What follows belongs to an exercise in optimizing a design on an open flow for small area; a production flow would make more cautious choices.
The RTL was checked by simulation tests, not by an equivalence proof against the original design.
Power and IR drop assume default switching activity.

**constraint.sdc**
```tcl
create_clock -name core_clock -period 10.0 [get_ports {clk}]
set_input_delay 2.0000 -clock core_clock [delete_from_list [all_inputs] [get_ports {clk}]]
set_output_delay 2.0000 -clock core_clock [all_outputs]
set_load 0.01 [all_outputs]
```
**config.mk**
```make
export PLATFORM = sky130hd
export DESIGN_NAME = note_sequencer
export DESIGN_NICKNAME = note_sequencer
export VERILOG_FILES = /design/flow/design.v
export SDC_FILE = /design/flow/constraint.sdc
export NUM_CORES = 4
export LEC_CHECK = 0
export CAP_MARGIN = 20
export CORE_MARGIN = 2
export CORE_UTILIZATION = 40
export CTS_CLUSTER_DIAMETER = 60
export CTS_CLUSTER_SIZE = 36
export SLEW_MARGIN = 20
```
**run.sh**
```bash
#!/bin/bash
# synth_recipe.tcl (not shown) runs the flow's synth.tcl, then flattens the netlist and writes it again
# the make line also repeats each setting of config.mk as NAME=value (left out here)
make -C /OpenROAD-flow-scripts/flow DESIGN_CONFIG=/design/flow/config.mk WORK_HOME=/design/flow/orfs CLKGATE_MAP_FILE= SYNTH_SCRIPT=/design/flow/synth_recipe.tcl finish
```
**design.v**
```verilog
module note_ram #(
    parameter int ADDR_W = 8,
    parameter int DATA_W = 16,
    parameter int DUR_W  = 10
) (
    input  logic              clk,
    input  logic              clr,      
    input  logic              we,       
    input  logic              first,    
    input  logic [DATA_W-1:0] wdata,
    input  logic              cap,      
    input  logic [ADDR_W-1:0] rd_idx,   
    output logic [DATA_W-1:0] rdata     
);
    localparam int NSLOT = (1 << ADDR_W) - 1;
    localparam int PW    = 4;
    localparam int PSTEP = 1 << PW;
    localparam int NPORT = 16;
    localparam int QLEN  = PSTEP;
    localparam int QW    = PW;
    localparam int KEY_W = DATA_W - DUR_W;
    localparam logic [ADDR_W-1:0] LAST = ADDR_W'(NSLOT - 1);
    localparam int DPORT0 = 8;
    localparam int DPORT1 = 136;
    localparam int CPORT0 = 72;
    localparam int CPORT1 = 200;
    localparam logic [ADDR_W-1:0] CLR_END = ADDR_W'(191);
    logic [NSLOT-1:0][KEY_W-1:0]  kring;
    logic [NSLOT-1:0][DUR_W-1:0]  dring;
    logic                         clearing;  
    logic [QLEN-1:0][KEY_W-1:0]   wq;      
    logic [QLEN-1:0]              wv;      
    logic [DUR_W-1:0]             wdur;    
    logic                         dpend;   
    logic [ADDR_W-1:0]            dpos;    
    logic [ADDR_W-1:0]            ph;      
    logic [ADDR_W-1:0]            wpos;    
    logic [DATA_W-1:0]            e0;
    logic [DATA_W-1:0]            nxt;
    logic                         wr;
    logic [QW-1:0]                old;
    logic [KEY_W-1:0]             wkey;
    logic [ADDR_W-1:0]            wpos_inc;
    logic                         dwr;
    logic                         dlong;
    assign wr       = (|wv) && (wpos[PW-1:0] == '0);
    assign wpos_inc = (wpos == LAST) ? '0 : wpos + ADDR_W'(1);
    assign dwr      = dpend && (dpos[ADDR_W-2:0] == (ADDR_W-1)'(DPORT0));
    assign dlong    = we && !first && (wdata[DUR_W-1:1] != '0);
    always_comb begin
        old = '0;
        for (int i = 0; i < QLEN; i++) begin
            if (wv[i]) old = QW'(i);
        end
    end
    assign wkey = wq[old];
    always_ff @(posedge clk) begin
        if (clr) begin
            ph       <= '0;
            wpos     <= '0;
            clearing <= 1'b1;
        end else begin
            if (ph == CLR_END) begin
                clearing <= 1'b0;
            end
            ph <= (ph == LAST) ? '0 : ph + ADDR_W'(1);
            if (!wr) begin
                wpos <= wpos_inc;
            end
        end
    end
    always_ff @(posedge clk) begin
        for (int i = 0; i < NSLOT; i++) begin
            if ((i % PSTEP) == 0) begin
                if (wr && (wpos[ADDR_W-1:PW] == (ADDR_W-PW)'(i / PSTEP))) begin
                    kring[i] <= wkey ^ {KEY_W{((i / PSTEP) % 2) == 0}};
                end else begin
                    kring[i] <= ~kring[(i + NSLOT - 1) % NSLOT];
                end
            end else begin
                kring[i] <= kring[i-1];
            end
        end
    end
    always_ff @(posedge clk) begin
        for (int i = 0; i < NSLOT; i++) begin
            if (i == DPORT0 || i == DPORT1) begin
                if (dwr && (dpos[ADDR_W-1] == (i == DPORT1))) begin
                    dring[i] <= wdur;
                end else begin
                    dring[i] <= dring[i-1];
                end
            end else if (i == CPORT0 || i == CPORT1) begin
                if (clearing) begin
                    dring[i] <= DUR_W'(1);
                end else begin
                    dring[i] <= dring[i-1];
                end
            end else begin
                dring[i] <= dring[(i + NSLOT - 1) % NSLOT];
            end
        end
    end
    always_ff @(posedge clk) begin
        wq[0] <= wdata[DATA_W-1:DUR_W];
        for (int i = 1; i < QLEN; i++) begin
            wq[i] <= wq[i-1];
        end
    end
    always_ff @(posedge clk) begin
        if (clr) begin
            wv <= '0;
        end else begin
            wv[0] <= we && !first;
            for (int i = 1; i < QLEN; i++) begin
                wv[i] <= wv[i-1] && !(wr && (old == QW'(i-1)));
            end
        end
    end
    always_ff @(posedge clk) begin
        if (clr) begin
            dpend <= 1'b0;
        end else if (dlong) begin
            dpend <= 1'b1;
        end else if (dwr) begin
            dpend <= 1'b0;
        end
    end
    always_ff @(posedge clk) begin
        if (dlong) begin
            wdur <= wdata[DUR_W-1:0];
            dpos <= wpos_inc;
        end else begin
            dpos <= (dpos == LAST) ? '0 : dpos + ADDR_W'(1);
        end
    end
    always_ff @(posedge clk) begin
        if (we && first) begin
            e0 <= wdata;
        end
    end
    always_ff @(posedge clk) begin
        if (cap && (ph == rd_idx)) begin
            nxt <= {kring[NSLOT-1], dring[NSLOT-1]};
        end
    end
    assign rdata = (rd_idx == '0) ? e0 : nxt;
endmodule
module note_sequencer #(
    parameter int ADDR_W   = 8,
    parameter int DUR_W    = 10,
    parameter int TICK_DIV = 500
) (
    input  logic              clk,
    input  logic              rst,
    input  logic [2:0]        live_octave,
    input  logic [2:0]        live_note,
    input  logic              cmd_rec,
    input  logic              cmd_play,
    input  logic              cmd_stop,
    input  logic              loop_en,
    output logic [2:0]        out_octave,
    output logic [2:0]        out_note,
    output logic [1:0]        mode,
    output logic [ADDR_W:0]   rec_count,
    output logic              full
);
    localparam logic [1:0] MODE_IDLE = 2'd0;
    localparam logic [1:0] MODE_REC  = 2'd1;
    localparam logic [1:0] MODE_PLAY = 2'd2;
    localparam int OCT_W  = 3;
    localparam int NOTE_W = 3;
    localparam logic [NOTE_W-1:0] NOTE_REST = 3'd0;
    localparam logic [1:0] ST_IDLE  = 2'd0;
    localparam logic [1:0] ST_REC   = 2'd1;
    localparam logic [1:0] ST_FETCH = 2'd2;
    localparam logic [1:0] ST_PLAY  = 2'd3;
    localparam int ENTRY_W  = OCT_W + NOTE_W + DUR_W;
    localparam int NOTE_LSB = DUR_W;
    localparam int OCT_LSB  = DUR_W + NOTE_W;
    localparam int CNT_W    = ADDR_W + 1;
    localparam int DEPTH    = 1 << ADDR_W;
    localparam int PRESC_W  = (TICK_DIV > 1) ? $clog2(TICK_DIV) : 1;
    localparam logic [DUR_W-1:0]   DUR_MAX  = {DUR_W{1'b1}};
    localparam logic [PRESC_W-1:0] PRESC_TOP = PRESC_W'(TICK_DIV - 1);
    logic [1:0] state;
    logic [1:0] state_next;
    logic [PRESC_W-1:0] presc;
    logic               tick;
    logic [2:0]         cur_octave;
    logic [2:0]         cur_note;
    logic [DUR_W-1:0]   dur;
    logic               dur_full;
    logic [ADDR_W-1:0]  rd_idx;
    logic               fetch_wait;    
    logic               ram_we;
    logic [ENTRY_W-1:0] ram_wdata;
    logic [ENTRY_W-1:0] ram_rdata;
    logic start_rec;
    logic start_play;
    logic advance;
    logic load_entry;
    logic live_chg;
    logic dur_sat;
    logic rec_last;
    logic play_done;
    logic has_next;
    assign tick      = (presc == PRESC_TOP);
    assign fetch_wait = presc[0];
    assign live_chg  = ({live_octave, live_note} != {cur_octave, cur_note});
    assign dur_full  = (dur == DUR_MAX);
    assign dur_sat   = dur_full;
    assign rec_last  = (rec_count == CNT_W'(DEPTH - 1));
    assign play_done = (state == ST_PLAY) && tick && (&dur[DUR_W-1:1]);
    assign has_next  = (({1'b0, rd_idx} + CNT_W'(1)) != rec_count);
    assign ram_wdata = {cur_octave, cur_note, (dur == '0) ? DUR_W'(1) : dur};
    assign mode      = (state == ST_REC) ? MODE_REC :
                       ((state == ST_FETCH) || (state == ST_PLAY)) ? MODE_PLAY : MODE_IDLE;
    note_ram #(
        .ADDR_W (ADDR_W),
        .DATA_W (ENTRY_W)
    ) u_ram (
        .clk    (clk),
        .clr    (start_rec),
        .we     (ram_we),
        .first  (rec_count == '0),
        .wdata  (ram_wdata),
        .cap    (state == ST_PLAY),
        .rd_idx (rd_idx),
        .rdata  (ram_rdata)
    );
    always_ff @(posedge clk) begin
        if (rst) begin
            state <= ST_IDLE;
        end else begin
            state <= state_next;
        end
    end
    always_comb begin
        state_next = state;
        start_rec  = 1'b0;
        start_play = 1'b0;
        advance    = 1'b0;
        load_entry = 1'b0;
        ram_we     = 1'b0;
        case (state)
            ST_IDLE: begin
                if (cmd_stop) begin
                    state_next = ST_IDLE;
                end else if (cmd_rec) begin
                    start_rec  = 1'b1;
                    state_next = ST_REC;
                end else if (cmd_play && (rec_count != '0)) begin
                    start_play = 1'b1;
                    state_next = ST_FETCH;
                end
            end
            ST_REC: begin
                if (cmd_stop) begin
                    ram_we     = (dur != '0);
                    state_next = ST_IDLE;
                end else if (live_chg || dur_sat) begin
                    ram_we = 1'b1;
                    if (rec_last) begin
                        state_next = ST_IDLE;
                    end
                end
            end
            ST_FETCH, ST_PLAY: begin
                if (cmd_stop) begin
                    state_next = ST_IDLE;
                end else if (cmd_rec) begin
                    start_rec  = 1'b1;
                    state_next = ST_REC;
                end else if (cmd_play) begin
                    start_play = 1'b1;
                    state_next = ST_FETCH;
                end else if (state == ST_FETCH) begin
                    if (fetch_wait) begin
                        load_entry = 1'b1;
                        state_next = ST_PLAY;
                    end
                end else if (play_done) begin
                    if (has_next) begin
                        advance    = 1'b1;
                        state_next = ST_FETCH;
                    end else if (loop_en) begin
                        start_play = 1'b1;
                        state_next = ST_FETCH;
                    end else begin
                        state_next = ST_IDLE;
                    end
                end
            end
            default: state_next = ST_IDLE;
        endcase
    end
    always_ff @(posedge clk) begin
        if (start_rec || start_play || advance || tick) begin
            presc <= '0;
        end else begin
            presc <= presc + PRESC_W'(1);
        end
    end
    always_ff @(posedge clk) begin
        if (rst || start_rec) begin
            rec_count <= '0;
            full      <= 1'b0;
        end else if ((state == ST_REC) && ram_we) begin
            rec_count <= rec_count + CNT_W'(1);
            full      <= rec_last;
        end
    end
    always_ff @(posedge clk) begin
        if (start_rec || ((state == ST_REC) && ram_we)) begin
            cur_octave <= live_octave;
            cur_note   <= live_note;
        end
    end
    always_ff @(posedge clk) begin
        if (start_rec) begin
            dur <= '0;
        end else if (state == ST_REC) begin
            if (ram_we) begin
                dur <= '0;
            end else if (tick) begin
                dur <= dur + DUR_W'(1);
            end
        end else if (load_entry) begin
            dur <= ~ram_rdata[DUR_W-1:0];
        end else if ((state == ST_PLAY) && tick && !dur_full) begin
            dur <= dur + DUR_W'(1);
        end
    end
    always_ff @(posedge clk) begin
        if (start_play) begin
            rd_idx <= '0;
        end else if (advance) begin
            rd_idx <= rd_idx + ADDR_W'(1);
        end
    end
    always_ff @(posedge clk) begin
        if (rst) begin
            out_octave <= '0;
            out_note   <= NOTE_REST;
        end else if (load_entry) begin
            out_octave <= ram_rdata[OCT_LSB +: OCT_W];
            out_note   <= ram_rdata[NOTE_LSB +: NOTE_W];
        end else if ((state == ST_IDLE) || (state == ST_REC)) begin
            out_octave <= live_octave;
            out_note   <= live_note;
        end
    end
endmodule
```
==> run summary, run 1 <==
outcome -> finished clean
WL/cell -> 13.4 um
syn_area_per_cell -> 17.5 um2
Post-Synthesis Cells -> 5318
die height -> 486 um
drt first pass iters -> 5
final setup violating endpoints -> 0
Leak Pwr -> 39.9 nW
initial antenna violation count -> 5
worst skew pair latency -> 0.82 ns
CP Max Fanout -> 23
# rows -> 177
largest net degree at the start of global routing -> 38
GP Congestion -> 0.770
post-route cell area -> 0.102 mm2
initial DRC count -> 1771
number of routed nets with antenna violations -> 0
crit path capture type -> output port
Mapped Nets -> 5346
Placed Instance Area -> 0.0969 mm2
Ys Warns -> 2
gr usage total -> 9.65%
Critical Path AT -> 2.62 ns
max-slew violations -> 0
WS Path Type -> reg2out
first-pass GRT wire length -> 183 mm
Slew HR -> 30.1%
Max Fclk -> 216 MHz
CP Launch Type -> register
clk root buf -> clkbuf_16
Seq/Total Area, Yosys -> 93.3%
Final Power -> 26.2 mW
initial core utilization -> 40.1%
Worst-Margin Slew -> 1.04 ns
Netlist cell types -> 78
cts hold-fix bufs -> 0
dpl hpwl -> 65.7 mm
DRC -> 0
Post-Route WL -> 115 mm
Critical Path, Cell by Cell -> nand2b_1, inv_1, clkdlybuf4s50_1
post-cts sizing count -> 0
fraction of layout cells with a size suffix above 1 -> 5.77%
Max clock buf depth -> 3
Tcrit/Tclk final -> 46.2%
Post-synth EDFFs -> 48
RSZ-0062 raised after global routing -> no
Worst path slowest cell -> dfxtp_1
Clock Skews -> 0.0440 ns
vias in the first global route -> 33194
max-capacitance violation count -> 0
H-tree Lvls -> 4
Final Hold Fails -> 0
synthesized area -> 0.0930 mm2
setup slack, reg-to-reg -> 6.50 ns
core area -> 0.232 mm2
clock-pin transition on the worst setup and hold timing paths -> 0.12 ns
Primary FF master, synth -> dfxtp_1
Setup Fix Bufs, Post-CTS -> 0
Worst Path Required -> 8.00 ns
IO Port Bufs -> 29
IO Count -> 30
DR vias/cell -> 3.95
worst hold path class -> reg2reg
die width -> 486 um
nets@finish -> 5461
area of the die -> 0.236 mm2
Total Neg Setup Slack -> 0 ns
CTS buffer count -> 156
synthesized flop and latch total -> 4311
hold slack final -> 0.287 ns
detailed-route via count -> 33812
min Tclk post-route -> 4.62 ns
Power per Cell Area -> 257 mW/mm2
layout overhead on the synthesized area -> 9.78%
CTS tree -> yes
final core utilization -> 44.0%
total gr overflow -> 0
VDD IR max -> 0.000194 V
Async S/R FF share, synth -> 0%
Sink Count -> 4311
Slowest Stage Delay on Critical Path -> 0.93 ns
==> layout by cell type (no fill, tap or decap), drive strengths merged, types with 10 or more instances in the layout <==
master         synthesis  routed
and3                  13      13
clkdlybuf4s50          0      29
a31oi                 11      11
clkbuf                54     173
nand2b                10      10
nand2                125     125
xor2                  23      23
or4                   12      12
dfxtp               4263    4263
nor2b                 26      26
inv                   41      70
a22oi                 45      45
and2                  10      10
nand4                 11      11
nor4                  15      15
clkinv                 0      24
nand3                 78      78
o31ai                 10      10
mux2i                 26      26
mux2                  33      33
a22o                  15      15
edfxtp                48      48
nor2                  90      90
ha                    16      16
a21oi                 52      52
nor3                  72      72
o22ai                 31      31
buf                   33      15
o21ai                 21      21
xnor2                 38      38
a211oi                12      12
==> cell usage after synthesis (all sizes together) (12+ instances only) <==
cell type,count,area share (%)
buf,33,0.19
o22ai,31,0.23
nor4,15,0.13
nor2,90,0.37
dfxtp,4263,92
a21oi,52,0.28
xnor2,38,0.36
or4,12,0.12
edfxtp,48,1.5
o21ai,21,0.11
nand3,78,0.42
nand2,125,0.52
mux2i,26,0.28
xor2,23,0.22
a211oi,12,0.097
nor3,72,0.39
and3,13,0.087
clkbuf,54,0.22
inv,41,0.17
a22oi,45,0.36
a22o,15,0.14
mux2,33,0.40
nor2b,26,0.17
ha,16,0.22
==> logic make-up after synthesis <==
group,synth area share (%)
flops,93.3
mux,0.679
compound gates,2.04
xor+xnor,0.574
buf+inv,0.577
fa+ha+maj,0.215
simple gates,2.59
==> worst paths after layout <==
check                            from                        to  cells past startpoint
max             state[1]$_SDFFE_PP0P_                   mode[0]                      3
min          u_ram.kring[361]$_DFF_P_  u_ram.kring[367]$_DFF_P_                      0
max reg2reg    u_ram.wv[9]$_SDFF_PP0_  u_ram.kring[193]$_DFF_P_                      8
min reg2reg  u_ram.kring[361]$_DFF_P_  u_ram.kring[367]$_DFF_P_                      0
==> cell type report <==
class | count | area (um2)
Fill cell | 19964 | 130000
Multi-Input combinational cell | 879 | 5820
Antenna cell | 4 | 10.0
Clock inverter | 61 | 1000
Sequential cell | 4311 | 86800
Inverter | 41 | 154
Clock buffer | 173 | 4120
Tap cell | 3043 | 3810
Timing Repair Buffer | 44 | 403
==> routing by layer <==
layer | vias up | routed length [um] | global-route usage, %
met4 | 0 | 3750 | 3.67
met2 | 384 | 45100 | 13.6
met5 | - | 0 | 0
met3 | 222 | 4220 | 1.89
li1 | 17100 | - | -
met1 | 16106 | 61700 | 14.6
==> per-stage QoR <==
step           setup WS, ns  cells
2_1_floorplan          6.15   5318
3_3_place_gp           4.86   8318
3_5_place_dp           4.76   8318
4_1_cts                5.28   8552
5_1_grt                5.20   8553
6_report               5.38   8556
==> critical path, delay by kind of cell (launching register included) <==
kind                   cells  cell delay, ns
AND/OR/NAND/NOR            1            0.27
flip-flops                 1            0.93
buffers and inverters      2            0.62
==> registers in the layout, summed over array words and instances, names as in the netlist, 8 cells and up <==
register / cells
u_ram.dring: 2550
u_ram.kring: 1530
u_ram.wq: 96
u_ram.e0: 16
u_ram.nxt: 16
u_ram.wv: 16
dur: 10
u_ram.wdur: 10
presc: 9
rec_count: 9
rd_idx: 8
u_ram.dpos: 8
u_ram.ph: 8
u_ram.wpos: 8
==> report_power, final <==
group          internal, mW  switching (mW)
clock network          3.29            4.96
registers              17.4           0.127
logic                 0.152           0.251
==> inputs of run 2 (changes only) <==
--- a/config.mk
+++ b/config.mk
@@ -10,4 +10,4 @@
 export CORE_UTILIZATION = 40
-export CTS_CLUSTER_DIAMETER = 60
-export CTS_CLUSTER_SIZE = 36
+export CTS_CLUSTER_DIAMETER = 70
+export CTS_CLUSTER_SIZE = 34
 export SLEW_MARGIN = 20
==> run 2 against run 1 <==
Compared with the run above: still clean on timing, DRC and antenna; non-clock buffer count stayed put; cell count is 0.55% lower; clock power is 6.8% lower; first-iteration DRC count is 3.7% higher; design area is 0.75% lower; critical path type unchanged.
==> run summary, run 2 <==
Seq/Total Area, Yosys -> 93.3%
area of the die -> 0.236 mm2
syn_area_per_cell -> 17.5 um2
Worst Path Required -> 8.00 ns
WL/cell -> 13.5 um
max-slew violations -> 0
Post-Route WL -> 115 mm
die width -> 486 um
nets@finish -> 5457
gr usage total -> 9.68%
CP Launch Type -> register
final core utilization -> 43.7%
largest net degree at the start of global routing -> 36
Tcrit/Tclk final -> 46.3%
first-pass GRT wire length -> 184 mm
detailed-route via count -> 33704
biggest regs -> u_ram.dring (2550), u_ram.kring (1530), u_ram.wq (96)
final setup violating endpoints -> 0
Max clock buf depth -> 3
Post-Synthesis Cells -> 5318
Netlist cell types -> 78
cell family with most CP delay -> flip-flops
drt first pass iters -> 5
clock-pin transition on the worst setup and hold timing paths -> 0.11 ns
Slew HR -> 30.2%
Primary FF master, synth -> dfxtp_1
Final Hold Fails -> 0
synthesized area -> 0.0930 mm2
DRC -> 0
GP Congestion -> 0.770
crit path capture type -> output port
top-count cell post-synth -> dfxtp_1
setup slack, reg-to-reg -> 6.56 ns
Critical Path AT -> 2.63 ns
Power per Cell Area -> 253 mW/mm2
initial antenna violation count -> 5
total gr overflow -> 0
fraction of layout cells with a size suffix above 1 -> 5.05%
DR vias/cell -> 3.96
min Tclk post-route -> 4.63 ns
Most flops, register -> u_ram.dring
most frequent cells in the layout -> dfxtp_1, clkbuf_16, nand2_1, nor2_1, nand3_1
number of routed nets with antenna violations -> 0
Synth area leader -> dfxtp_1
Total Neg Setup Slack -> 0 ns
final setup margin -> 5.37 ns
Worst-Margin Slew -> 1.04 ns
CP bufs+invs -> 2
outcome -> finished clean
synthesized flop and latch total -> 4311
Final Power -> 25.6 mW
vias in the first global route -> 33160
worst slack at placement -> 4.76 ns
initial DRC count -> 1837
Clock Skews -> 0.0532 ns
core area -> 0.232 mm2
max reg flops -> 2550
Ys Warns -> 2
Async S/R FF share, synth -> 0%
RSZ-0062 raised after global routing -> no
WS Path Type -> reg2out
hold slack final -> 0.305 ns
die height -> 486 um
layout overhead on the synthesized area -> 8.96%
Leak Pwr -> 39.6 nW
Slowest Stage Delay on Critical Path -> 0.96 ns
CP Max Fanout -> 23
Max Fclk -> 216 MHz
clk root buf -> clkbuf_16
Setup Fix Bufs, Post-CTS -> 0
Worst path slowest cell -> dfxtp_1
Mapped Nets -> 5346
# rows -> 177
Synth top area share -> 91.8%
VDD IR max -> 0.000175 V
worst hold path class -> reg2reg
CTS buffer count -> 152
initial core utilization -> 40.1%
dpl hpwl -> 65.7 mm
ranking of synthesized cells by area -> dfxtp_1, edfxtp_1, nand2_1
post-cts sizing count -> 0
Post-synth EDFFs -> 48
most frequent cells after synthesis -> dfxtp_1, nand2_1, nor2_1
IO Port Bufs -> 29
Critical Path, Cell by Cell -> nand2b_1, inv_1, clkdlybuf4s50_1
cts hold-fix bufs -> 0
max-capacitance violation count -> 0
worst skew pair latency -> 0.83 ns
leading cell type in the layout, fill and taps excluded -> dfxtp_1
Sink Count -> 4311
IO Count -> 30
H-tree Lvls -> 4
CTS tree -> yes
run 2: cell type report:
type | count | area [um2]
Clock inverter | 24 | 363
Antenna cell | 3 | 7.51
Timing Repair Buffer | 44 | 403
Fill cell | 20027 | 131000
Sequential cell | 4311 | 86800
Clock buffer | 164 | 4000
Tap cell | 3043 | 3810
Multi-Input combinational cell | 879 | 5820
Inverter | 41 | 154
run 2: cells by family (layout without fill, tap and decap cells):
| kind of cell | after synthesis | in the layout | share of synthesized area, % |
|---|---|---|---|
| AOI/OAI and AO/OA | 259 | 259 | 2.04 |
| muxes | 59 | 59 | 0.679 |
| buffers and inverters | 128 | 273 | 0.577 |
| and+or+nand+nor | 484 | 484 | 2.59 |
| other | 0 | 3 | 0 |
| adders and majority gates | 16 | 16 | 0.215 |
| xor gates and xnor gates | 61 | 61 | 0.574 |
| DFF | 4311 | 4311 | 93.3 |
run 2: per-layer routing:
| metal | vias to the layer above | wire (um) | track usage [%] |
|---|---|---|---|
| met5 | - | 0 | 0 |
| li1 | 17065 | - | - |
| met4 | 0 | 3520 | 3.40 |
| met1 | 16061 | 62200 | 14.7 |
| met3 | 217 | 4030 | 2.03 |
| met2 | 361 | 45300 | 13.6 |
run 2: path summary, 6_finish.rpt:
check / startpoint / endpoint / cells after the start
max: state[1]$_SDFFE_PP0P_ / mode[0] / 3
min: u_ram.kring[506]$_DFF_P_ / u_ram.kring[512]$_DFF_P_ / 0
max reg2reg: u_ram.wv[9]$_SDFF_PP0_ / u_ram.kring[577]$_DFF_P_ / 8
min reg2reg: u_ram.kring[506]$_DFF_P_ / u_ram.kring[512]$_DFF_P_ / 0
run 2: report_power, final:
part,internal (mW),total (mW),switching [mW],leakage (nW)
Clock,2.97,7.69,4.72,2.13
Sequential,17.4,17.5,0.127,34.9
Combinational,0.152,0.403,0.251,2.59
run 2: through the flow:
stage / cell area [um2] / std cells
floorplan: 93000 / 5318
global placement: 96900 / 8318
detailed placement: 96900 / 8318
CTS: 101000 / 8506
global route: 101000 / 8507
finish: 101000 / 8509
==> inputs of run 3 (changes only) <==
--- a/config.mk
+++ b/config.mk
@@ -10,4 +10,4 @@
 export CORE_UTILIZATION = 40
-export CTS_CLUSTER_DIAMETER = 70
-export CTS_CLUSTER_SIZE = 34
+export CTS_CLUSTER_DIAMETER = 100
+export CTS_CLUSTER_SIZE = 32
 export SLEW_MARGIN = 20
==> run 3 against run 2 <==
Compared with the run above: still clean on timing, DRC and antenna; worst setup slack got worse by 0.0037 ns; combinational power about the same; utilization decreased by 0.12 points; via count decreased by 0.11%; clock power decreased by 2.9%; non-clock buffer count unchanged; first-iteration DRC count decreased by 1.0%; critical path type unchanged; largest power group unchanged.
==> run summary, run 3 <==
GP Congestion -> 0.770
Worst Hold Endpoint -> u_ram.kring[1148]$_DFF_P_
Mapped Nets -> 5346
CTS tree -> yes
outcome -> finished clean
Post-Route WL -> 114 mm
Power per Cell Area -> 251 mW/mm2
met2 wire length -> 45.1 mm
Synth top area share -> 91.8%
gr usage total -> 9.66%
detailed-route via count -> 33668
Post-synth EDFFs -> 48
cell family with most CP delay -> flip-flops
VDD IR max -> 0.000161 V
CP Launch Type -> register
nets@finish -> 5458
DRT met1 WL -> 62.0 mm
largest net degree at the start of global routing -> 34
Hold Path Depth -> 0
setup slack, reg-to-reg -> 6.49 ns
max reg flops -> 2550
Netlist cell types -> 78
RR Endpoint -> u_ram.kring[385]$_DFF_P_
Critical Path AT -> 2.63 ns
clock-pin transition on the worst setup and hold timing paths -> 0.12 ns
post-cts sizing count -> 0
hold path startpoint -> u_ram.kring[1142]$_DFF_P_
R2R depth -> 8
hold slack final -> 0.318 ns
uppermost layer routed -> met4
Setup Fix Bufs, Post-CTS -> 0
leading cell type in the layout, fill and taps excluded -> dfxtp_1
drt first pass iters -> 5
layout overhead on the synthesized area -> 8.67%
first-pass GRT wire length -> 183 mm
Seq/Total Area, Yosys -> 93.3%
vias in the first global route -> 33191
synthesized flop and latch total -> 4311
total gr overflow -> 0
die width -> 486 um
Sink Count -> 4311
Worst-Margin Slew -> 1.03 ns
Slew HR -> 30.8%
wire length on met3 -> 4.02 mm
core area -> 0.232 mm2
biggest regs -> u_ram.dring (2550), u_ram.kring (1530), u_ram.wq (96)
initial antenna violation count -> 6
most frequent cells after synthesis -> dfxtp_1, nand2_1, nor2_1
dpl hpwl -> 65.7 mm
Clock Skews -> 0.0290 ns
CP Max Fanout -> 23
CP bufs+invs -> 2
IO Port Bufs -> 29
Total Neg Setup Slack -> 0 ns
final setup margin -> 5.37 ns
clk root buf -> clkbuf_16
Tcrit/Tclk final -> 46.3%
CTS buffer count -> 153
fill count -> 20063
fraction of layout cells with a size suffix above 1 -> 4.77%
top-count cell post-synth -> dfxtp_1
final setup violating endpoints -> 0
worst hold path class -> reg2reg
synthesized area -> 0.0930 mm2
WL/cell -> 13.5 um
Post-Synthesis Cells -> 5318
Final Power -> 25.4 mW
max-slew violations -> 0
worst slack at placement -> 4.76 ns
syn_area_per_cell -> 17.5 um2
Synth area leader -> dfxtp_1
Most flops, register -> u_ram.dring
Primary FF master, synth -> dfxtp_1
DRC -> 0
Worst Path Required -> 8.00 ns
IO Count -> 30
crit path capture type -> output port
worst reg2reg startpoint -> u_ram.wv[9]$_SDFF_PP0_
Async S/R FF share, synth -> 0%
most frequent cells in the layout -> dfxtp_1, clkbuf_16, nand2_1, nor2_1, nand3_1
initial core utilization -> 40.1%
min Tclk post-route -> 4.63 ns
Critical Path, Cell by Cell -> nand2b_1, inv_1, clkdlybuf4s50_1
Leak Pwr -> 39.4 nW
cts hold-fix bufs -> 0
WS Path Type -> reg2out
RSZ-0062 raised after global routing -> no
Final Hold Fails -> 0
die height -> 486 um
ranking of synthesized cells by area -> dfxtp_1, edfxtp_1, nand2_1
Ys Warns -> 2
number of routed nets with antenna violations -> 0
DR vias/cell -> 3.96
Slowest Stage Delay on Critical Path -> 0.94 ns
# rows -> 177
area of the die -> 0.236 mm2
Max clock buf depth -> 3
max-capacitance violation count -> 0
worst skew pair latency -> 0.82 ns
Worst path slowest cell -> dfxtp_1
H-tree Lvls -> 4
Max Fclk -> 216 MHz
initial DRC count -> 1818
==> run 3: final cells by class <==
| class | instances | area [um2] | share of cell area, % |
|---|---|---|---|
| Tap cell | 3043 | 3810 | 3.77 |
| Clock inverter | 11 | 154 | 0.152 |
| Antenna cell | 3 | 7.51 | 0.00743 |
| Timing Repair Buffer | 44 | 403 | 0.399 |
| Multi-Input combinational cell | 879 | 5820 | 5.76 |
| Sequential cell | 4311 | 86800 | 85.9 |
| Inverter | 41 | 154 | 0.152 |
| Clock buffer | 163 | 3930 | 3.89 |
==> run 3: cell families (layout without fill, tap and decap cells) <==
| group | Yosys count | in the layout | synth area share, % |
|---|---|---|---|
| flip-flops | 4311 | 4311 | 93.3 |
| AND/OR/NAND/NOR | 484 | 484 | 2.59 |
| AO/OA/AOI/OAI | 259 | 259 | 2.04 |
| buffers and inverters | 128 | 259 | 0.577 |
| XOR/XNOR | 61 | 61 | 0.574 |
| multiplexers | 59 | 59 | 0.679 |
| adder cells (fa/ha/maj) | 16 | 16 | 0.215 |
| other | 0 | 3 | 0 |
==> run 3: how the worst max path moves through the flow <==
| stage | startpoint | end | slack [ns] | cells after the start |
|---|---|---|---|---|
| after floorplan | cmd_rec | rd_idx[1]$_SDFFE_PP0P_ | 6.15 | 7 |
| after detailed placement | live_octave[0] | u_ram.wdur[5]$_DFFE_PP_ | 4.76 | 6 |
| after global placement | live_note[2] | u_ram.dpos[1]$_DFF_P_ | 4.86 | 7 |
| after CTS | state[1]$_SDFFE_PP0P_ | mode[0] | 5.29 | 3 |
| final | state[1]$_SDFFE_PP0P_ | mode[0] | 5.37 | 3 |
| after global routing | state[1]$_SDFFE_PP0P_ | mode[0] | 5.19 | 3 |
==> run 3: power by group <==
part / leakage, nW / internal (mW) / switching (mW)
Combinational: 2.59 / 0.152 / 0.250
Clock: 2.00 / 2.87 / 4.60
Sequential: 34.9 / 17.4 / 0.127
Total: 39.4 / 20.4 / 4.97
==> run 3: layer usage <==
metal,vias up,global-route usage (%)
li1,17039,-
met1,16058,14.7
met2,375,13.6
met3,196,1.91
met4,0,3.36
met5,-,0
==> run 3: per-stage QoR <==
step	instance area (um2)	utilization [%]	cells
after floorplan	93000	-	5318
after global placement	96900	41.8	8318
after detailed placement	96900	41.8	8318
after CTS	101000	43.6	8492
after global routing	101000	43.6	8493
final	101000	43.6	8495
==> inputs of run 4 (changes only) <==
--- a/design.v
+++ b/design.v
@@ -15,5 +15,4 @@
     localparam int NSLOT = (1 << ADDR_W) - 1;
-    localparam int PW    = 4;
+    localparam int PW    = 3;
     localparam int PSTEP = 1 << PW;
-    localparam int NPORT = 16;
     localparam int QLEN  = PSTEP;
==> run 4 against run 3 <==
Compared with the run above: global-route usage grew 0.51 points; largest power group unchanged; still clean; register-to-register slack gained 0.03 ns; design area shrank 0.73%; critical path type unchanged; largest cell class unchanged; die area shrank 1.0%.
==> run summary, run 4 <==
outcome -> finished clean
CP Max Fanout -> 22
mux share of post-synthesis cell area -> 2.58%
Setup Fix Bufs, Post-CTS -> 0
synthesized area -> 0.0921 mm2
min Tclk post-route -> 4.63 ns
Seq/Total Area, Yosys -> 93.1%
clk root buf -> clkbuf_16
Primary FF master, synth -> dfxtp_1
Power per Cell Area -> 251 mW/mm2
top-count cell post-synth -> dfxtp_1
Critical Path, Cell by Cell -> buf_4, nand2b_1, inv_1, clkdlybuf4s50_1
worst hold path class -> reg2reg
DR vias/cell -> 3.92
initial antenna violation count -> 11
Worst path slowest cell -> clkdlybuf4s50_1
Worst-Margin Slew -> 1.09 ns
IO Count -> 30
Synth area leader -> dfxtp_1
Max Fclk -> 216 MHz
crit path capture type -> output port
post-cts sizing count -> 0
Leak Pwr -> 38.8 nW
largest family of logic cells by synthesized area -> multiplexers
area of the die -> 0.234 mm2
initial DRC count -> 1636
Synth Area in Adders -> 0.217%
Total Neg Setup Slack -> 0 ns
vias in the first global route -> 32215
max-capacitance violation count -> 0
syn_area_per_cell -> 17.8 um2
post-synthesis compound-gate area fraction -> 1.21%
Synth top area share -> 91.5%
max reg flops -> 2550
initial core utilization -> 40.1%
cts hold-fix bufs -> 0
Mapped Nets -> 5188
die width -> 484 um
Post-Synthesis Cells -> 5160
layout overhead on the synthesized area -> 8.97%
largest net degree at the start of global routing -> 34
Slew HR -> 27.0%
core area -> 0.229 mm2
setup slack, reg-to-reg -> 6.52 ns
Final Power -> 25.2 mW
fraction of synthesized cell area in xor and xnor cells -> 0.504%
CTS buffer count -> 154
post-route cell area -> 0.100 mm2
RSZ-0062 raised after global routing -> no
# rows -> 176
total stage count of the critical path -> 4
dpl hpwl -> 68.0 mm
Sink Count -> 4255
biggest regs -> u_ram.dring (2550), u_ram.kring (1530), u_ram.wq (48)
Final Hold Fails -> 0
simple-gate share of the synthesized area -> 1.95%
Slowest Stage Delay on Critical Path -> 0.89 ns
Netlist cell types -> 69
drt first pass iters -> 5
worst reg2reg startpoint -> u_ram.wv[7]$_SDFF_PP0_
most frequent cells after synthesis -> dfxtp_1, mux2i_1, nor2_1
max-slew violations -> 0
first-pass GRT wire length -> 186 mm
fraction of layout cells with a size suffix above 1 -> 4.84%
Tcrit/Tclk final -> 46.3%
ranking of synthesized cells by area -> dfxtp_1, mux2i_1, edfxtp_1
H-tree Lvls -> 4
number of routed nets with antenna violations -> 0
WS Path Type -> reg2out
worst skew pair latency -> 0.83 ns
RR Endpoint -> u_ram.kring[1349]$_DFF_P_
Worst Setup SP -> state[1]$_SDFFE_PP0P_
CP bufs+invs -> 3
CP Launch Type -> register
Ys Warns -> 2
IO Port Bufs -> 29
CTS tree -> yes
die height -> 484 um
most frequent cells in the layout -> dfxtp_1, mux2i_1, clkbuf_16, nor2_1, nand3_1
detailed-route via count -> 32724
hold slack final -> 0.310 ns
leading cell type in the layout, fill and taps excluded -> dfxtp_1
final setup violating endpoints -> 0
WL/cell -> 14.3 um
crit path capture -> mode[0]
DRC -> 0
Post-synth EDFFs -> 48
Worst Path Required -> 8.00 ns
final core utilization -> 43.7%
Critical Path AT -> 2.63 ns
synthesized flop and latch total -> 4255
R2R depth -> 5
clock-pin transition on the worst setup and hold timing paths -> 0.12 ns
Hold Path Depth -> 0
gr usage total -> 10.2%
Post-Route WL -> 120 mm
Most flops, register -> u_ram.dring
VDD IR max -> 0.000150 V
Async S/R FF share, synth -> 0%
cell family with most CP delay -> buffers and inverters
Max clock buf depth -> 3
total gr overflow -> 0
Clock Skews -> 0.0351 ns
nets@finish -> 5310
GP Congestion -> 0.768
Placed Instance Area -> 0.0959 mm2
==> run 4: metal layers <==
metal	vias to the layer above	share of wire, %	GRT usage [%]
met4	0	3.0	3.84
met1	15635	52	14.5
met5	-	0	0
met3	190	3.2	1.90
li1	16559	-	-
met2	340	42	15.3
==> run 4: how the worst min path moves through the flow <==
stage / from / end / slack, ns
CTS: u_ram.dring[27]$_DFF_P_ / u_ram.dring[37]$_DFF_P_ / 0.31
global route: u_ram.dring[2506]$_DFF_P_ / u_ram.dring[2516]$_DFF_P_ / 0.31
global placement: u_ram.dring[621]$_DFF_P_ / u_ram.dring[631]$_DFF_P_ / 0.31
floorplan: u_ram.dring[990]$_DFF_P_ / u_ram.dring[1000]$_DFF_P_ / 0.31
finish: u_ram.dring[1625]$_DFF_P_ / u_ram.dring[1635]$_DFF_P_ / 0.31
detailed placement: u_ram.dring[1129]$_DFF_P_ / u_ram.dring[1139]$_DFF_P_ / 0.31
==> run 4: cell type report <==
cell class	count	area [um2]
Fill cell	19871	129000
Antenna cell	9	22.5
Sequential cell	4255	85700
Clock inverter	21	387
Inverter	26	97.6
Tap cell	3026	3790
Multi-Input combinational cell	804	5960
Clock buffer	167	4010
Timing Repair Buffer	41	388
==> run 4: where the power goes <==
| part | total, mW | switching [mW] | internal [mW] |
|---|---|---|---|
| registers | 17.2 | 0.0915 | 17.1 |
| logic | 0.361 | 0.229 | 0.132 |
| clock network | 7.67 | 4.66 | 3.01 |
| total | 25.2 | 4.98 | 20.2 |
==> run 4: cells by family (layout without fill, tap and decap cells) <==
family,after synthesis,in the layout
AOI/OAI and AO/OA,154,154
xor gates and xnor gates,53,53
DFF,4255,4255
and+or+nand+nor,347,347
other,0,9
buffers and inverters,101,255
muxes,234,234
adders and majority gates,16,16
==> run 4: per-stage QoR <==
stage / setup slack, ns / cells
6_report: 5.37 / 8349
5_1_grt: 5.20 / 8344
4_1_cts: 5.20 / 8339
3_5_place_dp: 4.80 / 8151
3_3_place_gp: 4.84 / 8151
2_1_floorplan: 6.12 / 5160
==> inputs of run 5 (changes only) <==
--- a/design.v
+++ b/design.v
@@ -23,4 +23,2 @@
     localparam int DPORT1 = 136;
-    localparam int CPORT0 = 72;
-    localparam int CPORT1 = 200;
     localparam logic [ADDR_W-1:0] CLR_END = ADDR_W'(191);
@@ -44,2 +42,3 @@
     logic                         dlong;
+    logic [DUR_W-1:0]             dport;   
     assign wr       = (|wv) && (wpos[PW-1:0] == '0);
@@ -48,2 +47,3 @@
     assign dlong    = we && !first && (wdata[DUR_W-1:1] != '0);
+    assign dport    = clearing ? DUR_W'(1) : wdur;
     always_comb begin
@@ -86,10 +86,4 @@
             if (i == DPORT0 || i == DPORT1) begin
-                if (dwr && (dpos[ADDR_W-1] == (i == DPORT1))) begin
-                    dring[i] <= wdur;
-                end else begin
-                    dring[i] <= dring[i-1];
-                end
-            end else if (i == CPORT0 || i == CPORT1) begin
-                if (clearing) begin
-                    dring[i] <= DUR_W'(1);
+                if (clearing || (dwr && (dpos[ADDR_W-1] == (i == DPORT1)))) begin
+                    dring[i] <= dport;
                 end else begin
@@ -306,8 +300,7 @@
             rec_count <= '0;
-            full      <= 1'b0;
         end else if ((state == ST_REC) && ram_we) begin
             rec_count <= rec_count + CNT_W'(1);
-            full      <= rec_last;
         end
     end
+    assign full = rec_count[ADDR_W];
     always_ff @(posedge clk) begin
--- a/config.mk
+++ b/config.mk
@@ -11,3 +11,3 @@
 export CTS_CLUSTER_DIAMETER = 100
-export CTS_CLUSTER_SIZE = 32
+export CTS_CLUSTER_SIZE = 30
 export SLEW_MARGIN = 20
==> run 5 against run 4 <==
Compared with the run above: worst setup slack lost 0.43 ns; flip-flop and latch count shrank 1; critical path depth shrank 1; routed wire length shrank 4.4%.
==> run summary, run 5 <==
outcome -> finished clean
Most flops, register -> u_ram.dring
CP Launch Type -> register
largest net degree at the start of global routing -> 32
worst hold path class -> reg2reg
Final Power -> 25.3 mW
ranking of synthesized cells by area -> dfxtp_1, mux2i_1, edfxtp_1
Max Fclk -> 198 MHz
vias in the first global route -> 32310
Mapped Nets -> 5158
# rows -> 175
Synth top area share -> 91.7%
clock-pin transition on the worst setup and hold timing paths -> 0.10 ns
Primary FF master, synth -> dfxtp_1
leading cell type in the layout, fill and taps excluded -> dfxtp_1
Ys Warns -> 2
RSZ-0062 raised after global routing -> no
Netlist cell types -> 75
Post-synth EDFFs -> 48
most frequent cells in the layout -> dfxtp_1, mux2i_1, clkbuf_16, nor2_1, nand2_1
WL/cell -> 13.7 um
layout overhead on the synthesized area -> 9.33%
Final Hold Fails -> 0
Seq/Total Area, Yosys -> 93.3%
hold slack final -> 0.291 ns
max-capacitance violation count -> 0
syn_area_per_cell -> 17.9 um2
Total Neg Setup Slack -> 0 ns
CTS tree -> yes
max-slew violations -> 0
final core utilization -> 44.1%
core area -> 0.228 mm2
VDD IR max -> 0.000167 V
initial DRC count -> 1712
Tcrit/Tclk final -> 50.6%
fraction of layout cells with a size suffix above 1 -> 4.68%
Clock Skews -> 0.0695 ns
final cell count without fillers -> 8311
H-tree Lvls -> 4
dpl hpwl -> 63.6 mm
post-cts sizing count -> 0
Synth area leader -> dfxtp_1
crit path capture type -> output port
Worst Path Required -> 8.00 ns
WS Path Type -> reg2out
top-count cell post-synth -> dfxtp_1
gr usage total -> 9.82%
synthesized flop and latch total -> 4254
final setup violating endpoints -> 0
CTS buffer count -> 164
initial core utilization -> 40.3%
biggest regs -> u_ram.dring (2550), u_ram.kring (1530), u_ram.wq (48)
IO Port Bufs -> 29
Critical Path AT -> 3.06 ns
clk root buf -> clkbuf_16
GP Congestion -> 0.800
Post-Synthesis Cells -> 5130
Cells after DPL -> 8111
Async S/R FF share, synth -> 0%
most frequent cells after synthesis -> dfxtp_1, mux2i_1, nor2_1
cts hold-fix bufs -> 0
number of routed nets with antenna violations -> 0
Slowest Stage Delay on Critical Path -> 1.06 ns
total gr overflow -> 0
Sink Count -> 4254
Worst path slowest cell -> dfxtp_1
Setup Fix Bufs, Post-CTS -> 0
max reg flops -> 2550
CP Max Fanout -> 24
hold path startpoint -> u_ram.kring[664]$_DFF_P_
synthesized area -> 0.0918 mm2
die width -> 483 um
min Tclk post-route -> 5.06 ns
first-pass GRT wire length -> 182 mm
Worst Setup SP -> state[1]$_SDFFE_PP0P_
Worst-Margin Slew -> 1.11 ns
worst reg2reg startpoint -> u_ram.wv[5]$_SDFF_PP0_
nets@finish -> 5296
DRC -> 0
DR vias/cell -> 3.93
detailed-route via count -> 32638
drt first pass iters -> 5
IO Count -> 30
Post-Route WL -> 114 mm
Slew HR -> 25.7%
worst skew pair latency -> 0.86 ns
die height -> 483 um
Critical Path, Cell by Cell -> nand2b_1, clkinv_1, clkdlybuf4s50_1
area of the die -> 0.233 mm2
initial antenna violation count -> 4
Max clock buf depth -> 3
Leak Pwr -> 39.2 nW
Power per Cell Area -> 252 mW/mm2
run 5: worst paths after layout:
path | to | slack (ns) | cells past startpoint
setup / recovery | mode[0] | 4.94 | 3
hold / removal | u_ram.kring[670]$_DFF_P_ | 0.29 | 0
setup reg to reg | u_ram.kring[817]$_DFF_P_ | 6.36 | 6
hold reg to reg | u_ram.kring[670]$_DFF_P_ | 0.29 | 0
run 5: metal layers:
metal	GRT usage (%)	up-vias	wire [um]
met5	0	-	0
met4	4.08	0	4090
met3	2.09	239	4070
met2	14.1	400	46400
met1	14.3	15548	59600
li1	-	16451	-
run 5: area by class of cell:
type	count	area, um2
diodes	2	5.00
clock buffers	174	4170
clock inverters	24	480
fillers	19535	127000
inverters	22	82.6
multi-input cells	780	5840
flip-flops and latches	4254	85600
well taps	3009	3760
repair buffers	46	418
run 5: report_power, final:
group	total (mW)	switching (mW)	internal (mW)	leakage (nW)
registers	17.1	0.0830	17.1	34.5
logic	0.286	0.183	0.103	2.37
clock network	7.85	4.75	3.10	2.26
total	25.3	5.01	20.3	39.2
run 5: per-stage QoR:
step / worst slack (ns) / cell area (um2)
CTS: 4.86 / 100000
global route: 4.82 / 100000
global placement: 4.66 / 95700
finish: 4.94 / 100000
floorplan: 6.03 / 91800
detailed placement: 4.62 / 95700
run 5: cells by family (layout without fill, tap and decap cells):
| family | after synthesis | count (layout) | share of synthesized area, % |
|---|---|---|---|
| flip-flops | 4254 | 4254 | 93.3 |
| multiplexers | 242 | 242 | 2.64 |
| adder cells (fa/ha/maj) | 16 | 16 | 0.218 |
| AND/OR/NAND/NOR | 330 | 330 | 1.80 |
| buffers and inverters | 96 | 266 | 0.452 |
| AO/OA/AOI/OAI | 134 | 134 | 1.08 |
| XOR/XNOR | 58 | 58 | 0.553 |
| other | 0 | 2 | 0 |
run 5: critical path, delay by kind of cell (launching register included):
family,cells,cell delay (ns)
flops,1,1.06
buf+inv,2,0.90
simple gates,1,0.25
==> inputs of run 6 (changes only) <==
--- a/config.mk
+++ b/config.mk
@@ -11,3 +11,3 @@
 export CTS_CLUSTER_DIAMETER = 100
-export CTS_CLUSTER_SIZE = 30
+export CTS_CLUSTER_SIZE = 32
 export SLEW_MARGIN = 20
==> run 6 against run 5 <==
Compared with the run above: die area did not move; largest power group unchanged; critical path depth did not move; fmax rose by 0.56%; design area fell by 0.20%; largest cell class unchanged; clock skew fell by 0.026 ns; non-clock buffer count did not move; count of clock-buffer cells in the layout fell by 8; global-route usage barely moved; still clean; routed wire length barely moved; worst hold slack improved by 0.019 ns.
==> run summary, run 6 <==
IO Count -> 30
Mapped Nets -> 5158
RSZ-0062 raised after global routing -> no
DR vias/cell -> 3.92
top-count cell post-synth -> dfxtp_1
post-cts sizing count -> 0
die height -> 483 um
IO Port Bufs -> 29
Max clock buf depth -> 3
R2R depth -> 6
CTS buffer count -> 155
max-capacitance violation count -> 0
VDD IR max -> 0.000138 V
Seq/Total Area, Yosys -> 93.3%
Worst Hold Endpoint -> u_ram.dring[1511]$_DFF_P_
initial antenna violation count -> 5
Post-synth EDFFs -> 48
fraction of layout cells with a size suffix above 1 -> 4.55%
worst skew pair latency -> 0.85 ns
area of the die -> 0.233 mm2
Final Hold Fails -> 0
drt first pass iters -> 5
max-slew violations -> 0
most frequent cells in the layout -> dfxtp_1, mux2i_1, clkbuf_16, nor2_1, nand2_1
Critical Path AT -> 3.03 ns
Synth area leader -> dfxtp_1
leading cell type in the layout, fill and taps excluded -> dfxtp_1
gr usage total -> 9.79%
clock-pin transition on the worst setup and hold timing paths -> 0.11 ns
CP Launch Type -> register
Power per Cell Area -> 251 mW/mm2
CP Max Fanout -> 24
outcome -> finished clean
setup slack, reg-to-reg -> 6.41 ns
Max Fclk -> 199 MHz
most frequent cells after synthesis -> dfxtp_1, mux2i_1, nor2_1
GP Congestion -> 0.800
Leak Pwr -> 39.1 nW
detailed-route via count -> 32593
layout overhead on the synthesized area -> 9.11%
Sink Count -> 4254
Ys Warns -> 2
total gr overflow -> 0
CTS tree -> yes
fill count -> 19560
initial core utilization -> 40.3%
Async S/R FF share, synth -> 0%
worst hold path class -> reg2reg
RR Endpoint -> u_ram.kring[816]$_DFF_P_
WS Path Type -> reg2out
Most flops, register -> u_ram.dring
min Tclk post-route -> 5.03 ns
number of routed nets with antenna violations -> 0
hold slack final -> 0.310 ns
vias in the first global route -> 32276
Worst Path Required -> 8.00 ns
initial DRC count -> 1787
Tcrit/Tclk final -> 50.3%
cts hold-fix bufs -> 0
largest net degree at the start of global routing -> 34
Primary FF master, synth -> dfxtp_1
biggest regs -> u_ram.dring (2550), u_ram.kring (1530), u_ram.wq (48)
synthesized flop and latch total -> 4254
hold path startpoint -> u_ram.dring[1501]$_DFF_P_
max reg flops -> 2550
Setup Fix Bufs, Post-CTS -> 0
crit path capture type -> output port
synthesized area -> 0.0918 mm2
nets@finish -> 5287
syn_area_per_cell -> 17.9 um2
Post-Route WL -> 114 mm
Worst-Margin Slew -> 1.08 ns
Total Neg Setup Slack -> 0 ns
Netlist cell types -> 75
Slew HR -> 27.5%
first-pass GRT wire length -> 182 mm
clk root buf -> clkbuf_16
# rows -> 175
Post-Synthesis Cells -> 5130
DRC -> 0
final setup violating endpoints -> 0
Synth top area share -> 91.7%
ranking of synthesized cells by area -> dfxtp_1, mux2i_1, edfxtp_1
WL/cell -> 13.7 um
die width -> 483 um
Clock Skews -> 0.0432 ns
H-tree Lvls -> 4
dpl hpwl -> 63.6 mm
worst reg2reg startpoint -> u_ram.wv[5]$_SDFF_PP0_
core area -> 0.228 mm2
Hold Path Depth -> 0
==> run 6: changes by cell type in the layout (fill, tap and decap cells not counted), sizes merged <==
cell / delta
clkinvlp: +1
diode: +1
clkinv: +3
clkbuf: -8
inv: -3
==> run 6: worst max-delay path by stage <==
| stage | start | cells after the start | end | slack, ns |
|---|---|---|---|---|
| after floorplan | live_octave[1] | 10 | u_ram.dpend$_SDFFE_PP0P_ | 6.03 |
| after global placement | cmd_stop | 5 | cur_octave[1]$_DFFE_PP_ | 4.66 |
| after detailed placement | cmd_stop | 5 | cur_note[1]$_DFFE_PP_ | 4.62 |
| after CTS | state[1]$_SDFFE_PP0P_ | 3 | mode[0] | 4.87 |
| after global routing | state[1]$_SDFFE_PP0P_ | 3 | mode[0] | 4.83 |
| final | state[1]$_SDFFE_PP0P_ | 3 | mode[0] | 4.97 |
==> run 6: metrics by stage <==
step	total power, mW	setup WS [ns]	cells	instance area [um2]	util (%)
floorplan	17.7	6.03	5130	91800	-
global placement	17.8	4.66	8111	95700	42.0
detailed placement	17.8	4.62	8111	95700	42.0
CTS	25.4	4.87	8302	100000	44.0
global route	26.0	4.83	8304	100000	44.0
finish	25.1	4.97	8305	100000	44.0
==> run 6: routing by layer <==
metal / GRT usage [%] / share of wire, % / up-vias
met4: 3.99 / 3.5 / 0
li1: - / - / 16420
met3: 2.05 / 3.4 / 216
met2: 14.1 / 41 / 375
met1: 14.3 / 52 / 15582
met5: 0 / 0 / -
==> run 6: final cells by class <==
| type | instances | area, um2 | share of cell area (%) |
|---|---|---|---|
| sequential | 4254 | 85600 | 85.5 |
| timing repair buffer | 46 | 418 | 0.417 |
| clock buffer | 166 | 3970 | 3.96 |
| multi-input combinational | 780 | 5840 | 5.83 |
| antenna | 3 | 7.51 | 0.00749 |
| inverter | 22 | 82.6 | 0.0824 |
| tap | 3009 | 3760 | 3.76 |
| clock inverter | 25 | 478 | 0.477 |
==> run 6: kinds of logic after synthesis <==
family                     Yosys count  share of synthesized area (%)
AOI/OAI and AO/OA                  134                           1.08
xor gates and xnor gates            58                          0.553
and+or+nand+nor                    330                           1.80
adders and majority gates           16                          0.218
muxes                              242                           2.64
buffers and inverters               96                          0.452
DFF                               4254                           93.3
==> run 6: report_power, final <==
group / switching [mW] / internal (mW)
Combinational: 0.183 / 0.103
Sequential: 0.0826 / 17.1
Clock: 4.71 / 2.96
==> run 6: critical path: stages, from the launching register on <==
cell             delay, ns
dfxtp_1               1.04
nand2b_1              0.25
clkinv_1              0.21
clkdlybuf4s50_1       0.68
==> inputs of run 7 (changes only) <==
--- a/config.mk
+++ b/config.mk
@@ -7,3 +7,3 @@
 export LEC_CHECK = 0
-export CAP_MARGIN = 20
+export CAP_MARGIN = 0
 export CORE_MARGIN = 2
@@ -12,2 +12,2 @@
 export CTS_CLUSTER_SIZE = 32
-export SLEW_MARGIN = 20
+export SLEW_MARGIN = 0
==> run 7 against run 6 <==
Compared with the run above: still clean; flip-flop and latch count unchanged; total power up 0.19%; clock power up 0.7%; global-route usage about the same; non-clock buffer count unchanged; first-iteration DRC count down 1.7%; via count down 0.34%; clock skew down 0.0025 ns; fmax down 2.5%; sequential power about the same.
==> run summary, run 7 <==
first-pass GRT wire length -> 182 mm
RSZ-0062 raised after global routing -> no
DR vias/cell -> 3.91
Seq/Total Area, Yosys -> 93.3%
vias in the first global route -> 32221
Most flops, register -> u_ram.dring
most frequent cells in the layout -> dfxtp_1, mux2i_1, clkbuf_16, nor2_1, nand2_1
outcome -> finished clean
worst slack at placement -> 4.64 ns
VDD IR max -> 0.000169 V
top-count cell post-synth -> dfxtp_1
fraction of synthesized cell area in xor and xnor cells -> 0.553%
area of the die -> 0.233 mm2
Placed Instance Area -> 0.0957 mm2
Post-synth EDFFs -> 48
CP Max Fanout -> 24
mux share of post-synthesis cell area -> 2.64%
post-cts sizing count -> 0
Worst-Margin Slew -> 1.23 ns
Post-Route WL -> 114 mm
synthesized area -> 0.0918 mm2
nets@finish -> 5288
clock-pin transition on the worst setup and hold timing paths -> 0.10 ns
dpl hpwl -> 63.4 mm
DRC -> 0
final setup margin -> 4.84 ns
leading cell type in the layout, fill and taps excluded -> dfxtp_1
IO Port Bufs -> 29
post-route cell area -> 0.100 mm2
Tcrit/Tclk final -> 51.6%
die height -> 483 um
layout overhead on the synthesized area -> 9.17%
fraction of layout cells with a size suffix above 1 -> 4.55%
CTS buffer count -> 156
Sink Count -> 4254
max reg flops -> 2550
Clock Skews -> 0.0407 ns
Slew HR -> 17.2%
cts hold-fix bufs -> 0
Async S/R FF share, synth -> 0%
largest net degree at the start of global routing -> 34
Final Hold Fails -> 0
Primary FF master, synth -> dfxtp_1
final setup violating endpoints -> 0
fill count -> 19540
gr usage total -> 9.82%
most frequent cells after synthesis -> dfxtp_1, mux2i_1, nor2_1
CP Launch Type -> register
post-synthesis compound-gate area fraction -> 1.08%
Mapped Nets -> 5158
WS Path Type -> reg2out
drt first pass iters -> 5
ranking of synthesized cells by area -> dfxtp_1, mux2i_1, edfxtp_1
Critical Path AT -> 3.16 ns
Synth area leader -> dfxtp_1
core area -> 0.228 mm2
Synth Area in Adders -> 0.218%
Max clock buf depth -> 3
initial core utilization -> 40.3%
Leak Pwr -> 39.1 nW
Post-Synthesis Cells -> 5130
detailed-route via count -> 32483
H-tree Lvls -> 4
max-slew violations -> 0
Synth top area share -> 91.7%
min Tclk post-route -> 5.16 ns
simple-gate share of the synthesized area -> 1.80%
die width -> 483 um
CTS tree -> yes
number of routed nets with antenna violations -> 0
final core utilization -> 44.0%
syn_area_per_cell -> 17.9 um2
Total Neg Setup Slack -> 0 ns
crit path capture type -> output port
Netlist cell types -> 75
Power per Cell Area -> 251 mW/mm2
GP Congestion -> 0.800
# rows -> 175
WL/cell -> 13.7 um
synthesized flop and latch total -> 4254
IO Count -> 30
Worst Path Required -> 8.00 ns
largest family of logic cells by synthesized area -> multiplexers
total gr overflow -> 0
clk root buf -> clkbuf_16
Ys Warns -> 2
hold slack final -> 0.311 ns
worst skew pair latency -> 0.84 ns
initial DRC count -> 1757
worst hold path class -> reg2reg
Setup Fix Bufs, Post-CTS -> 0
initial antenna violation count -> 4
biggest regs -> u_ram.dring (2550), u_ram.kring (1530), u_ram.wq (48)
Max Fclk -> 194 MHz
max-capacitance violation count -> 0
[run 7: cell counts after synthesis]
Identical to the previous run, type by type.
[run 7: where the power goes]
| part | total (mW) | internal (mW) | switching [mW] |
|---|---|---|---|
| Clock | 7.72 | 2.99 | 4.73 |
| Sequential | 17.1 | 17.1 | 0.0828 |
| Combinational | 0.285 | 0.103 | 0.182 |
[run 7: area by class of cell]
type | count | area [um2] | share of cell area [%]
flip-flops and latches | 4254 | 85600 | 85.4
multi-input cells | 780 | 5830 | 5.81
clock buffers | 168 | 4010 | 4.00
well taps | 3009 | 3760 | 3.76
clock inverters | 24 | 497 | 0.495
repair buffers | 46 | 418 | 0.417
inverters | 22 | 82.6 | 0.0824
diodes | 5 | 12.5 | 0.0125
[run 7: cell families (layout without fill, tap and decap cells)]
family	count (synthesis)	in the layout
flops	4254	4254
simple gates	330	330
mux	242	242
compound gates	134	134
buf+inv	96	260
xor+xnor	58	58
fa+ha+maj	16	16
other cells	0	5
[run 7: path summary, 6_finish.rpt]
check / from / endpoint / slack, ns / depth (start not counted)
setup / recovery: state[1]$_SDFFE_PP0P_ / mode[0] / 4.84 / 3
hold / removal: u_ram.dring[1501]$_DFF_P_ / u_ram.dring[1511]$_DFF_P_ / 0.31 / 0
setup reg to reg: u_ram.wv[5]$_SDFF_PP0_ / u_ram.kring[817]$_DFF_P_ / 6.48 / 6
hold reg to reg: u_ram.dring[1501]$_DFF_P_ / u_ram.dring[1511]$_DFF_P_ / 0.31 / 0
[run 7: metrics by stage]
step / cells / total power, mW
6_report: 8308 / 25.1
3_5_place_dp: 8111 / 17.8
4_1_cts: 8303 / 25.5
2_1_floorplan: 5130 / 17.7
3_3_place_gp: 8111 / 17.8
5_1_grt: 8307 / 26.1
[run 7: metal layers]
layer	GRT usage, %	share of wire (%)	vias to the layer above
met1	14.3	52	15520
met5	0	0	-
li1	-	-	16423
met2	14.0	41	323
met3	2.08	3.2	217
met4	4.33	3.8	0
[run 7: worst max-delay path, cell delays in order, from the launching register on]
cell             delay [ns]
dfxtp_1                1.16
nand2b_1               0.26
clkinv_1               0.21
clkdlybuf4s50_1        0.68
==> inputs of run 8 (changes only) <==
--- a/config.mk
+++ b/config.mk
@@ -7,7 +7,8 @@
 export LEC_CHECK = 0
-export CAP_MARGIN = 0
+export CAP_MARGIN = 20
 export CORE_MARGIN = 2
-export CORE_UTILIZATION = 40
+export CORE_UTILIZATION = 75
 export CTS_CLUSTER_DIAMETER = 100
 export CTS_CLUSTER_SIZE = 32
-export SLEW_MARGIN = 0
+export PLACE_DENSITY = 0.85
+export SLEW_MARGIN = 20
==> run 8 against run 7 <==
Compared with the run above: synthesized area unchanged; synthesized cell count did not move; the run now fails in clock tree synthesis (4_1_cts).
==> run summary, run 8 <==
Sink Count -> 4254
Post-Synthesis Cells -> 5130
top-count cell post-synth -> dfxtp_1
H-tree Lvls -> 4
syn_area_per_cell -> 17.9 um2
dpl hpwl -> 93.9 mm
Synth area leader -> dfxtp_1
Last stage -> clock tree synthesis (4_1_cts)
ranking of synthesized cells by area -> dfxtp_1, mux2i_1, edfxtp_1
Post-synth EDFFs -> 48
GP Congestion -> 0.811
synthesized flop and latch total -> 4254
clk root buf -> clkbuf_16
Mapped Nets -> 5158
most frequent cells after synthesis -> dfxtp_1, mux2i_1, nor2_1
outcome -> aborted with a tool error
IO Port Bufs -> 29
cts hold-fix bufs -> 0
Async S/R FF share, synth -> 0%
Primary FF master, synth -> dfxtp_1
post-cts sizing count -> 0
die height -> 354 um
Setup Fix Bufs, Post-CTS -> 0
Seq/Total Area, Yosys -> 93.3%
Run Error -> [ERROR DPL-0033] detailed placement checks failed during check placement.
Cells after DPL -> 6728
IO Count -> 30
Netlist cell types -> 75
Max clock buf depth -> 3
# rows -> 128
Ys Warns -> 2
Synth top area share -> 91.7%
CTS buffer count -> 151
initial core utilization -> 75.4%
die width -> 354 um
synthesized area -> 0.0918 mm2
run 8: cell counts after synthesis:
No cell type changed its count.
run 8: metrics by stage:
| step | setup WS [ns] | instance area [um2] |
|---|---|---|
| after floorplan | 6.03 | 91800 |
| after global placement | 5.33 | 94000 |
| after detailed placement | 5.27 | 94000 |
run 8: worst max path at each step:
stage / startpoint / depth (start not counted) / to
after floorplan: live_octave[1] / 10 / u_ram.dpend$_SDFFE_PP0P_
after global placement: cmd_stop / 6 / u_ram.e0[8]$_DFFE_PP_
after detailed placement: cmd_stop / 6 / u_ram.e0[2]$_DFFE_PP_
run 8: cells by family after synthesis:
family / synth area share, %
flops: 93.3
xor+xnor: 0.553
compound gates: 1.08
fa+ha+maj: 0.218
simple gates: 1.80
buf+inv: 0.452
mux: 2.64
run 8: power by group through the flow:
stage | Clock [mW] | Sequential [mW] | Combinational, mW
after detailed placement | 0 | 17.5 | 0.297
after global placement | 0 | 17.5 | 0.280
after floorplan | 0 | 17.5 | 0.182
==> inputs of run 9 (changes only) <==
--- a/config.mk
+++ b/config.mk
@@ -9,6 +9,6 @@
 export CORE_MARGIN = 2
-export CORE_UTILIZATION = 75
+export CORE_UTILIZATION = 60
 export CTS_CLUSTER_DIAMETER = 100
 export CTS_CLUSTER_SIZE = 32
-export PLACE_DENSITY = 0.85
+export PLACE_DENSITY = 0.7
 export SLEW_MARGIN = 20
==> run 9 against run 8 <==
Compared with the run above: synthesized cell count stayed put; synthesized area is the same; the run now finishes clean.
==> run summary, run 9 <==
worst skew pair latency -> 0.83 ns
max-capacitance violation count -> 0
Max Fclk -> 217 MHz
CP Launch Type -> register
final cell count without fillers -> 7309
cell family with most CP delay -> flip-flops
Power per Cell Area -> 252 mW/mm2
hold slack final -> 0.306 ns
Flop pwr share -> 68.8%
most frequent cells after synthesis -> dfxtp_1, mux2i_1, nor2_1
max reg flops -> 2550
vias in the first global route -> 32012
Slowest Stage Delay on Critical Path -> 0.81 ns
drt first pass iters -> 5
detailed-route via count -> 32382
Ys Warns -> 2
synthesized area -> 0.0918 mm2
nets@finish -> 5281
Leak Pwr -> 38.9 nW
CTS tree -> yes
DR vias/cell -> 4.43
# rows -> 143
Post-Synthesis Cells -> 5130
Tcrit/Tclk final -> 46.0%
Critical Path AT -> 2.60 ns
Post-synth EDFFs -> 48
initial antenna violation count -> 4
synthesized flop and latch total -> 4254
Synth area leader -> dfxtp_1
first-pass GRT wire length -> 178 mm
Int Pwr -> 20.0 mW
Worst-Margin Slew -> 1.08 ns
initial DRC count -> 1728
DRC -> 0
total gr overflow -> 0
syn_area_per_cell -> 17.9 um2
GP Congestion -> 0.787
largest net degree at the start of global routing -> 34
Clock Skews -> 0.0409 ns
Total Neg Setup Slack -> 0 ns
area of the die -> 0.156 mm2
number of routed nets with antenna violations -> 0
Sink Count -> 4254
CP Max Fanout -> 24
WL/cell -> 15.4 um
final setup violating endpoints -> 0
layout overhead on the synthesized area -> 7.48%
die height -> 395 um
IO Count -> 30
Net Sw Frac -> 19.7%
Post-Route WL -> 113 mm
combinational share of power -> 1.2%
min Tclk post-route -> 4.60 ns
Final Power -> 24.9 mW
max-slew violations -> 0
ranking of synthesized cells by area -> dfxtp_1, mux2i_1, edfxtp_1
dpl hpwl -> 60.3 mm
leading cell type in the layout, fill and taps excluded -> dfxtp_1
die width -> 395 um
RSZ-0062 raised after global routing -> no
WS Path Type -> reg2out
Async S/R FF share, synth -> 0%
Cells after DPL -> 7129
post-cts sizing count -> 0
outcome -> finished clean
Clk network pwr share -> 30.0%
Critical Path, Cell by Cell -> nand2b_1, clkinv_1, clkdlybuf4s50_1
worst hold path class -> reg2reg
fill count -> 10217
Seq/Total Area, Yosys -> 93.3%
final core utilization -> 65.0%
gr usage total -> 14.5%
core area -> 0.152 mm2
clock-pin transition on the worst setup and hold timing paths -> 0.10 ns
Most flops, register -> u_ram.dring
Worst Path Required -> 8.00 ns
crit path capture type -> output port
H-tree Lvls -> 4
Setup Fix Bufs, Post-CTS -> 0
CTS buffer count -> 152
VDD IR max -> 0.000222 V
IO Port Bufs -> 29
Synth top area share -> 91.7%
Primary FF master, synth -> dfxtp_1
Slew HR -> 27.1%
biggest regs -> u_ram.dring (2550), u_ram.kring (1530), u_ram.wq (48)
CP bufs+invs -> 2
cts hold-fix bufs -> 0
most frequent cells in the layout -> dfxtp_1, mux2i_1, clkbuf_16, nor2_1, nand2_1
top-count cell post-synth -> dfxtp_1
Netlist cell types -> 75
Worst path slowest cell -> dfxtp_1
Net Sw Power -> 4.90 mW
clk root buf -> clkbuf_16
fraction of layout cells with a size suffix above 1 -> 4.24%
Mapped Nets -> 5158
Max clock buf depth -> 3
Final Hold Fails -> 0
initial core utilization -> 60.5%
==> run 9: worst register-to-register path: stages, from the launching register on <==
cell     delay, ns
dfxtp_1       0.45
nor2_1        0.14
nand2_1       0.39
o41a_1        0.53
nand3_1       0.65
nor3_2        0.86
mux2i_1       0.31
==> run 9: worst paths after layout <==
check                                              start  slack [ns]  cells past startpoint                   endpoint
worst max register to register    u_ram.wv[5]$_SDFF_PP0_        6.58                      6  u_ram.kring[1105]$_DFF_P_
worst max-delay path               state[1]$_SDFFE_PP0P_        5.40                      3                    mode[0]
worst min register to register  u_ram.dring[813]$_DFF_P_        0.31                      0   u_ram.dring[823]$_DFF_P_
worst min-delay path            u_ram.dring[813]$_DFF_P_        0.31                      0   u_ram.dring[823]$_DFF_P_
==> run 9: power by group through the flow <==
stage                     Combinational [mW]  Sequential (mW)  Clock [mW]
after detailed placement               0.289             17.5           0
final                                  0.290             17.1        7.48
after global placement                 0.285             17.5           0
after global routing                   0.314             17.2        8.31
after CTS                              0.292             17.1        7.73
after floorplan                        0.182             17.5           0
==> run 9: area by class of cell <==
type                            instances  area [um2]  area share [%]
Inverter                               22        82.6          0.0837
Sequential cell                      4254       85600            86.8
Antenna cell                            2        5.00         0.00507
Tap cell                             2030        2540            2.57
Multi-Input combinational cell        780        5830            5.90
Clock inverter                         20         367           0.371
Timing Repair Buffer                   43         395           0.401
Clock buffer                          158        3850            3.90
==> run 9: kinds of logic (layout without fill, tap and decap cells) <==
kind of cell | Yosys count | in the layout | synth area share, %
multiplexers | 242 | 242 | 2.64
AO/OA/AOI/OAI | 134 | 134 | 1.08
AND/OR/NAND/NOR | 330 | 330 | 1.80
adder cells (fa/ha/maj) | 16 | 16 | 0.218
other | 0 | 2 | 0
flip-flops | 4254 | 4254 | 93.3
buffers and inverters | 96 | 243 | 0.452
XOR/XNOR | 58 | 58 | 0.553
==> run 9: through the flow <==
| stage | setup slack, ns | instance area, um2 |
|---|---|---|
| finish | 5.40 | 98700 |
| global route | 5.21 | 98700 |
| detailed placement | 5.38 | 94500 |
| floorplan | 6.03 | 91800 |
| global placement | 5.40 | 94500 |
| CTS | 5.35 | 98700 |
==> run 9: per-layer routing <==
metal / vias to the layer above / wire length, um / global-route usage (%) / share of wire [%]
met5: - / 0 / 0 / 0
met1: 15423 / 63200 / 23.7 / 56
li1: 16418 / - / - / -
met2: 363 / 43400 / 19.5 / 38
met4: 0 / 2430 / 4.26 / 2.2
met3: 178 / 3730 / 2.84 / 3.3
